What follows belongs to an exercise in optimizing a design on an open flow for small area, a short achievable clock period and few clock cycles per item; a production flow would make more cautious choices. The RTL was checked by simulation tests, not by an equivalence proof against the original design. No activity file was given, so power comes from the tool's default toggle rates.

==> run A <==
## mobius_inv_seq
module mobius_inv_seq #(
   parameter int N      = 512,
   parameter int log2_N = 9,
   parameter int PRE    = 7
) (
   input  logic         clk,
   input  logic         rst_n,
   input  logic         start,
   input  logic [0:N-1] inputs,
   output logic         busy,
   output logic         done,
   output logic [0:N-1] outputs
);
   logic [0:(log2_N+1)*N-1] lv;
   logic [0:N-1]            mid_q;
   logic                    done_q;
   logic                    accept;
   assign lv[0 +: N] = inputs;
   for (genvar s = 0; s < log2_N; s++) begin : g_lvl
      localparam int D = 1 << s;
      logic [0:N-1] cur;
      logic [0:N-1] nxt;
      if (s == PRE) begin : g_reg
         assign cur = mid_q;
      end else begin : g_comb
         assign cur = lv[s*N +: N];
      end
      for (genvar i = 0; i < N; i++) begin : g_el
         if (((i >> s) & 1) != 0) begin : g_x
            mobius_xor2 u_x (.a(cur[i]), .b(cur[i - D]), .y(nxt[i]));
         end else begin : g_p
            assign nxt[i] = cur[i];
         end
      end
      assign lv[(s+1)*N +: N] = nxt;
   end
   assign accept = start & ~done_q;
   always_ff @(posedge clk or negedge rst_n) begin
      if (!rst_n) done_q <= 1'b0;
      else        done_q <= accept;
   end
   always_ff @(posedge clk) begin
      if (accept) mid_q <= lv[PRE*N +: N];
   end
   assign busy    = 1'b0;
   assign done    = done_q;
   assign outputs = (PRE == log2_N) ? mid_q : lv[log2_N*N +: N];
endmodule
==> module mobius_inv_seq, before the edit <==
module mobius_inv_seq #(
   parameter int N      = 512,
   parameter int log2_N = 9,
   parameter int PRE    = 7
) (
   input  logic         clk,
   input  logic         rst_n,
   input  logic         start,
   input  logic [0:N-1] inputs,
   output logic         busy,
   output logic         done,
   output logic [0:N-1] outputs
);
   logic [0:(log2_N+1)*N-1] lv;
   logic [0:N-1]            mid_q;
   logic                    done_q;
   logic                    accept;
   assign lv[0 +: N] = inputs;
   for (genvar s = 0; s < log2_N; s++) begin : g_lvl
      localparam int D = 1 << s;
      logic [0:N-1] cur;
      logic [0:N-1] nxt;
      if (s == PRE) begin : g_reg
         assign cur = mid_q;
      end else begin : g_comb
         assign cur = lv[s*N +: N];
      end
      for (genvar i = 0; i < N; i++) begin : g_el
         if (((i >> s) & 1) != 0) begin : g_x
            mobius_xor2 u_x (.a(cur[i]), .b(cur[i - D]), .y(nxt[i]));
         end else begin : g_p
            assign nxt[i] = cur[i];
         end
      end
      assign lv[(s+1)*N +: N] = nxt;
   end
   assign accept = start & ~done_q;
   always_ff @(posedge clk or negedge rst_n) begin
      if (!rst_n) done_q <= 1'b0;
      else        done_q <= accept;
   end
   always_ff @(posedge clk) begin
      if (accept) mid_q <= lv[PRE*N +: N];
   end
   assign busy    = 1'b0;
   assign done    = done_q;
   assign outputs = (PRE == log2_N) ? mid_q : lv[log2_N*N +: N];
endmodule
Settings: LEC_CHECK=0, CAP_MARGIN=20, CORE_MARGIN=2, CORE_UTILIZATION=40, SETUP_SLACK_MARGIN=1.0, SLEW_MARGIN=20, SYNTH_HIERARCHICAL=1, SYNTH_MINIMUM_KEEP_SIZE=0; clock period 4.0 ns.
standard.sh (not shown) runs the stock make flow with config.mk's settings and CLKGATE_MAP_FILE= SYNTH_SCRIPT=/design/flow/synth_recipe.tcl, a recipe that flattens the netlist after the stock synthesis.
==> flow/flow/run.sh <==
#!/bin/bash
# The standard layout, except that the port buffers are the smallest plain
# buffer (buf_1) instead of the delay buffer buffer_ports picks by default.
set -euo pipefail
export BUFFER_PORTS_ARGS="-buffer_cell sky130_fd_sc_hd__buf_1"
bash standard.sh > standard.log 2>&1
==> run C: changes against run A <==
--- a/flow/design.v
+++ b/flow/design.v
@@ -1,7 +1,7 @@
 module mobius_inv_seq #(
    parameter int N      = 512,
    parameter int log2_N = 9,
-   parameter int PRE    = 7
+   parameter int PRE    = 8
 ) (
    input  logic         clk,
    input  logic         rst_n,
CORE_UTILIZATION = 60   (was 40)
SETUP_SLACK_MARGIN = 1.5   (was 1.0)
==> results.cfg <==
[run_status]
haltStage = I/O pin placement
run_status = aborted with a tool error
first-error = [ERROR PPL-0024] Number of IO pins (1029) exceeds maximum number of available positions (914). Increase the die perimeter from 1016.34um to 1399.44um.

[floorplan]
die_w_um = 254
rows = 91
die_y_um = 254

[yosys]
yosys-top-cells-count = xor2_1 (2304), edfxtp_1 (512), buf_4 (257)
(the above is from run C)
==> results.cfg <==
[run_status]
run_status = no timing/DRC/antenna violations

[floorplan]
die_y_um = 310

[routing]
dr_wl_met2_mm = 97.2
drt_iter0_markers = 3193

[pwr]
seqPwrFrac_pct = 30.0

[grt]
grt_overflow = 0

[yosys]
yosys-top-cells-count = xor2_1 (2304), edfxtp_1 (512), buf_4 (257)
(the above is from run A)
Testbench counts of run A, summed over its fixed seeds: cycles 3,200, items 1,600.
Testbench counts of run C, summed over its fixed seeds: cycles 3,200, items 1,600.

========
==> inputs of garnet <==
==> flow/design.v <==
module mobius_inv_seq #(
   parameter int N      = 512,
   parameter int log2_N = 9,
   parameter int PRE    = 7
) (
   input  logic         clk,
   input  logic         rst_n,
   input  logic         start,
   input  logic [0:N-1] inputs,
   output logic         busy,
   output logic         done,
   output logic [0:N-1] outputs
);
   logic [0:N-1] lv [0:log2_N];
   logic [0:N-1] mid_q;
   logic         done_q;
   logic         accept;
   assign lv[0] = inputs;
   for (genvar s = 0; s < log2_N; s++) begin : g_lvl
      localparam int D = 1 << s;
      logic [0:N-1]   v;
      logic [0:N-1]   w;
      logic [0:N/2-1] hi;
      logic [0:N/2-1] lo;
      logic [0:N/2-1] x;
      if (s == PRE) begin : g_reg
         assign v = mid_q;
      end else begin : g_comb
         assign v = lv[s];
      end
      always_comb begin
         for (int k = 0; k < N / 2; k++) begin
            hi[k] = v[((k >> s) << (s + 1)) + D + (k & (D - 1))];
            lo[k] = v[((k >> s) << (s + 1)) + (k & (D - 1))];
         end
      end
      mobius_xor_vec #(.W(N / 2)) u_x (.a(hi), .b(lo), .y(x));
      always_comb begin
         w = v;
         for (int k = 0; k < N / 2; k++)
            w[((k >> s) << (s + 1)) + D + (k & (D - 1))] = x[k];
      end
      assign lv[s+1] = w;
   end
   assign accept = start & ~done_q;
   always_ff @(posedge clk or negedge rst_n) begin
      if (!rst_n) done_q <= 1'b0;
      else        done_q <= accept;
   end
   always_ff @(posedge clk) begin
      if (accept) mid_q <= lv[PRE];
   end
   assign busy    = 1'b0;
   assign done    = done_q;
   assign outputs = (PRE == log2_N) ? mid_q : lv[log2_N];
endmodule
module mobius_xor_vec #(
   parameter int W = 256
) (
   input  logic [0:W-1] a,
   input  logic [0:W-1] b,
   output logic [0:W-1] y
);
   assign y = a ^ b;
endmodule
==> flow/flow/run.sh <==
#!/bin/bash
# The standard layout, except that:
# - the port buffers are the smallest plain buffer (buf_1) instead of the
#   delay buffer buffer_ports picks by default;
# - pins may sit one routing track apart, so that the 1029 ports fit on the
#   edge of a die sized by the cells rather than by the pin count.
set -euo pipefail
export BUFFER_PORTS_ARGS="-buffer_cell sky130_fd_sc_hd__buf_1"
export PLACE_PINS_ARGS="-min_distance 1 -min_distance_in_tracks"
bash standard.sh > standard.log 2>&1
==> flow/standard.sh <==
#!/bin/bash
# synth_recipe.tcl (not shown) runs the flow's synth.tcl, then flattens the netlist and writes it again
# the make line also repeats each setting of config.mk as NAME=value (left out here)
make -C /OpenROAD-flow-scripts/flow DESIGN_CONFIG=/design/flow/config.mk WORK_HOME=/design/flow/orfs CLKGATE_MAP_FILE= SYNTH_SCRIPT=/design/flow/synth_recipe.tcl "${@:-finish}"
==> flow/config.mk <==
export PLATFORM = sky130hd
export DESIGN_NAME = mobius_inv_seq
export DESIGN_NICKNAME = mobius_inv_seq
export VERILOG_FILES = /design/flow/design.v
export SDC_FILE = /design/flow/constraint.sdc
export NUM_CORES = 4
export LEC_CHECK = 0
export CAP_MARGIN = 20
export CORE_MARGIN = 2
export CORE_UTILIZATION = 65
export SETUP_SLACK_MARGIN = 1.25
export SLEW_MARGIN = 20
export SYNTH_HIERARCHICAL = 1
export SYNTH_MINIMUM_KEEP_SIZE = 0
==> flow/constraint.sdc <==
create_clock -name core_clock -period 4.0 [get_ports {clk}]
set_input_delay 0.8000 -clock core_clock [delete_from_list [all_inputs] [get_ports {clk}]]
set_output_delay 0.8000 -clock core_clock [all_outputs]
set_load 0.01 [all_outputs]
==> inputs of willow, as changes to garnet <==
- CORE_UTILIZATION: 65 -> 50
==> notes.md <==
	willow	garnet
Placed cell count	5003	4750
Share of the synthesized netlist area taken by xor and xnor gates	55.19%	55.19%
Compound-gate portion of the synthesized area	0%	0%
Post-CTS Setup Bufs	8	7
Proportion of synthesized chip area in sequential cells	42.12%	42.12%
Placed Instance Area	42860 um2	42300 um2
Clock Root Buffer	sky130_fd_sc_hd__clkbuf_16	sky130_fd_sc_hd__clkbuf_16
Total standard cell area after synthesis	36570 um2	36570 um2
Post-DP HPWL	154100 um	138500 um
Std-Cell Rows	99	86
CTS hold repair buffers	1	1
Post-synthesis instance total	2948	2948
Effective utilization at floorplan	50.29%	66.11%
Global placement routability congestion	1.203	1.248
Share of flip-flops with an asynchronous set or reset after synthesis	0.1949%	0.1949%
Buffer depth of the longest clock path	3	3
Register bit count reported by yosys	513	513
Number of top-level pins	1029	1029
CTS buffer count	55	53
Run status	finished clean	did not finish
Last stage reached	-	5_1_grt
Die extent in y	274.4 um	241.2 um
Pre-CTS setup slack	374.5 ps	75.88 ps
Post_cts resized	73	77
Die Span X	274.4 um	241.2 um
Testbench counts of garnet, summed over its fixed seeds: cycles 3,200, items 1,600.
Testbench counts of willow, summed over its fixed seeds: cycles 3,200, items 1,600.

========
==> run a: inputs <==
RTL: the design.v shown in full above, as it stands there.
Settings: LEC_CHECK=0, CAP_MARGIN=20, CORE_MARGIN=2, CORE_UTILIZATION=58, SETUP_SLACK_MARGIN=1.5, SLEW_MARGIN=20, SYNTH_HIERARCHICAL=1, SYNTH_MINIMUM_KEEP_SIZE=0, TNS_END_PERCENT=10; clock period 4.0 ns.
==> flow/flow/run.sh <==
#!/bin/bash
# The standard layout, except that:
# - the port buffers are the smallest plain buffer (buf_1) instead of the
#   delay buffer buffer_ports picks by default;
# - pins may sit one routing track apart, so that the 1029 ports fit on the
#   edge of a die sized by the cells rather than by the pin count.
set -euo pipefail
export BUFFER_PORTS_ARGS="-buffer_cell sky130_fd_sc_hd__buf_1"
export PLACE_PINS_ARGS="-min_distance 1 -min_distance_in_tracks"
bash standard.sh > standard.log 2>&1
==> run b: changes against run a <==
==> flow/flow/run.sh (replaced) <==
#!/bin/bash
# The standard layout, except that the port buffers are the smallest plain
# buffer (buf_1) instead of the delay buffer buffer_ports picks by default.
set -euo pipefail
export BUFFER_PORTS_ARGS="-buffer_cell sky130_fd_sc_hd__buf_1"
bash standard.sh > standard.log 2>&1
--- a/flow/config.mk
+++ b/flow/config.mk
@@ -8,8 +8,7 @@
 export CAP_MARGIN = 20
 export CORE_MARGIN = 2
-export CORE_UTILIZATION = 58
-export SETUP_SLACK_MARGIN = 1.5
+export CORE_UTILIZATION = 40
+export SETUP_SLACK_MARGIN = 1.25
 export SLEW_MARGIN = 20
 export SYNTH_HIERARCHICAL = 1
 export SYNTH_MINIMUM_KEEP_SIZE = 0
-export TNS_END_PERCENT = 10
==> run c: changes against run a <==
--- a/flow/config.mk
+++ b/flow/config.mk
@@ -8,8 +8,7 @@
 export CAP_MARGIN = 20
 export CORE_MARGIN = 2
-export CORE_UTILIZATION = 58
+export CORE_UTILIZATION = 50
 export SETUP_SLACK_MARGIN = 1.5
 export SLEW_MARGIN = 20
 export SYNTH_HIERARCHICAL = 1
 export SYNTH_MINIMUM_KEEP_SIZE = 0
-export TNS_END_PERCENT = 10
==> run d: changes against run a <==
==> flow/design.v (replaced) <==
module mobius_inv_seq #(
   parameter int N      = 512,
   parameter int log2_N = 9,
   parameter int PRE    = 4
) (
   input  logic         clk,
   input  logic         rst_n,
   input  logic         start,
   input  logic [0:N-1] inputs,
   output logic         busy,
   output logic         done,
   output logic [0:N-1] outputs
);
   function automatic logic [0:N-1] levels(input logic [0:N-1] v, input int lo, input int hi);
      logic [0:N-1] a;
      a = v;
      for (int s = lo; s < hi; s++)
         for (int i = 0; i < N; i++)
            if (((i >> s) & 1) != 0) a[i] = a[i] ^ a[i - (1 << s)];
      levels = a;
   endfunction
   logic         done_q;
   logic         accept;
   logic [0:N-1] pre;
   logic [0:N-1] mid_q;
   assign accept = start & ~done_q;
   assign pre    = levels(inputs, 0, PRE);
   always_ff @(posedge clk or negedge rst_n) begin
      if (!rst_n) done_q <= 1'b0;
      else        done_q <= accept;
   end
   always_ff @(posedge clk) begin
      if (accept) mid_q <= pre;
   end
   assign busy    = 1'b0;
   assign done    = done_q;
   assign outputs = levels(mid_q, PRE, log2_N);
endmodule
==> flow/run.sh (new file) <==
#!/bin/bash
# synth_recipe.tcl (not shown) runs the flow's synth.tcl, then flattens the netlist and writes it again
# the make line also repeats each setting of config.mk as NAME=value (left out here)
make -C /OpenROAD-flow-scripts/flow DESIGN_CONFIG=/design/flow/config.mk WORK_HOME=/design/flow/orfs CLKGATE_MAP_FILE= SYNTH_SCRIPT=/design/flow/synth_recipe.tcl finish
--- a/flow/config.mk
+++ b/flow/config.mk
@@ -8,8 +8,4 @@
 export CAP_MARGIN = 20
 export CORE_MARGIN = 2
-export CORE_UTILIZATION = 58
-export SETUP_SLACK_MARGIN = 1.5
+export CORE_UTILIZATION = 40
 export SLEW_MARGIN = 20
-export SYNTH_HIERARCHICAL = 1
-export SYNTH_MINIMUM_KEEP_SIZE = 0
-export TNS_END_PERCENT = 10
removed: flow/flow/run.sh
removed: flow/standard.sh
==> results_tabular.tex <==
\begin{tabular}{lr}
\hline
Metric & Value \\
\hline
\multicolumn{2}{l}{\textbf{Power and ir drop}} \\
Internal Dissipation & 20.9 mW \\
\multicolumn{2}{l}{\textbf{Worst setup path}} \\
Maximum fanout count along the critical path & 3 \\
Path type of the worst setup path & reg -> out \\
\multicolumn{2}{l}{\textbf{Outcome}} \\
Run status & no timing/DRC/antenna violations \\
\multicolumn{2}{l}{\textbf{Global routing}} \\
Total routing resource utilization after global routing & 0.481 \\
\multicolumn{2}{l}{\textbf{Floorplan}} \\
Effective utilization at floorplan & 0.503 \\
Tapcells & 959 \\
\multicolumn{2}{l}{\textbf{Logic synthesis}} \\
Syn Nets & 3463 \\
Xor and xnor fraction of the mapped netlist area & 0.552 \\
\multicolumn{2}{l}{\textbf{Drt}} \\
Detailed Route Iter0 Violations & 4673 \\
\multicolumn{2}{l}{\textbf{Cells and area}} \\
Number of nets in the layout & 4904 \\
\hline
\end{tabular}
# the run above: run c

==> results_tabular.tex <==
\begin{tabular}{lr}
\hline
Metric & Value \\
\hline
\multicolumn{2}{l}{\textbf{Outcome}} \\
Run status & failed layout checks \\
Failing layout criteria & negative setup slack \\
\multicolumn{2}{l}{\textbf{STA}} \\
Total setup violations reported at the end of the flow & 9 \\
Final WS setup & -0.0459 ns \\
\multicolumn{2}{l}{\textbf{Logic synthesis}} \\
Syn Nets & 3473 \\
Xor and xnor fraction of the mapped netlist area & 0.570 \\
\multicolumn{2}{l}{\textbf{Drt}} \\
Detailed Route Iter0 Violations & 4042 \\
\multicolumn{2}{l}{\textbf{Worst setup path}} \\
Path type of the worst setup path & reg -> out \\
\multicolumn{2}{l}{\textbf{Floorplan}} \\
Tapcells & 1243 \\
Effective utilization at floorplan & 0.404 \\
\hline
\end{tabular}
# the run above: run d

==> results_tabular.tex <==
\begin{tabular}{lr}
\hline
Metric & Value \\
\hline
\multicolumn{2}{l}{\textbf{Floorplan}} \\
Effective utilization at floorplan & 0.583 \\
Tapcells & 846 \\
\multicolumn{2}{l}{\textbf{Place}} \\
Post-Place Cell Area & 42000 um\^{}2 \\
\multicolumn{2}{l}{\textbf{Worst setup path}} \\
Termination of the worst setup path & mid\_q[255] \\
Path type of the worst setup path & in -> reg \\
Maximum fanout count along the critical path & 2 \\
\multicolumn{2}{l}{\textbf{Outcome}} \\
Run status & no timing/DRC/antenna violations \\
\multicolumn{2}{l}{\textbf{Logic synthesis}} \\
Post-Syn Area & 36600 um\^{}2 \\
Syn Nets & 3463 \\
Xor and xnor fraction of the mapped netlist area & 0.552 \\
Fraction of the yosys area taken by sequential cells & 0.421 \\
Biggest area consumer among synthesized cells & sky130\_fd\_sc\_hd\_\_xor2\_1 \\
\multicolumn{2}{l}{\textbf{Cells and area}} \\
Number of nets in the layout & 4697 \\
\multicolumn{2}{l}{\textbf{Power and ir drop}} \\
Internal Dissipation & 18.9 mW \\
\multicolumn{2}{l}{\textbf{Global routing}} \\
Total routing resource utilization after global routing & 0.526 \\
\hline
\end{tabular}
# the run above: run a

==> results_tabular.tex <==
\begin{tabular}{lr}
\hline
Metric & Value \\
\hline
\multicolumn{2}{l}{\textbf{Outcome}} \\
Run status & no timing/DRC/antenna violations \\
\multicolumn{2}{l}{\textbf{Logic synthesis}} \\
Syn Nets & 3463 \\
Xor and xnor fraction of the mapped netlist area & 0.552 \\
\multicolumn{2}{l}{\textbf{Floorplan}} \\
Tapcells & 1176 \\
\multicolumn{2}{l}{\textbf{Worst setup path}} \\
Maximum fanout count along the critical path & 4 \\
Path type of the worst setup path & in -> reg \\
\multicolumn{2}{l}{\textbf{Cells and area}} \\
Most common library cell in the layout ignoring fill and taps & sky130\_fd\_sc\_hd\_\_xor2\_1 \\
Number of nets in the layout & 4780 \\
\multicolumn{2}{l}{\textbf{Drt}} \\
Detailed Route Iter0 Violations & 3122 \\
\multicolumn{2}{l}{\textbf{Power and ir drop}} \\
Internal Dissipation & 19.4 mW \\
\multicolumn{2}{l}{\textbf{Global routing}} \\
Total routing resource utilization after global routing & 0.420 \\
\hline
\end{tabular}
# the run above: run b

Testbench counts of run a, summed over its fixed seeds: cycles 3,200, items 1,600.
Testbench counts of run b, summed over its fixed seeds: cycles 3,200, items 1,600.
Testbench counts of run c, summed over its fixed seeds: cycles 3,200, items 1,600.
Testbench counts of run d, summed over its fixed seeds: cycles 3,200, items 1,600.

## separate check: timing with driven ports
How much do the figures lean on ideal ports? The routed layouts below were timed once more, with nothing changed but the port constraints.
Step 1 assumes that a clkbuf_16 drives the clock port and a buf_2 every other input.
Step 2 times the ports against the registers' clock, not the clock port: input delays grow and output delays shrink by t, the midpoint of the rising clock arrivals with the driver on.
a / b / c = ideal ports / drivers / drivers and shift; a / b = the first two.
run | t, ns | slack for setup (ns) | latest minus earliest clock arrival (ns)
run A of note 1 | 0.712 | 0.941 / 0.908 / 0.280 | 0.085 / 0.084
willow | 0.704 | 1.140 / 1.149 / 0.488 | 0.054 / 0.053
run a of note 3 | 0.703 | 0.992 / 1.037 / 0.334 | 0.026 / 0.026
run b of note 3 | 0.702 | 1.170 / 1.129 / 0.502 | 0.048 / 0.049
run c of note 3 | 0.707 | 1.302 / 1.230 / 0.570 | 0.048 / 0.047
run d of note 3 | 0.718 | -0.046 / -0.129 / 0.421 | 0.020 / 0.020
The setup slack of run c of note 3, which loses most, moves by -0.072 ns with the drivers and by -0.732 ns with both steps.
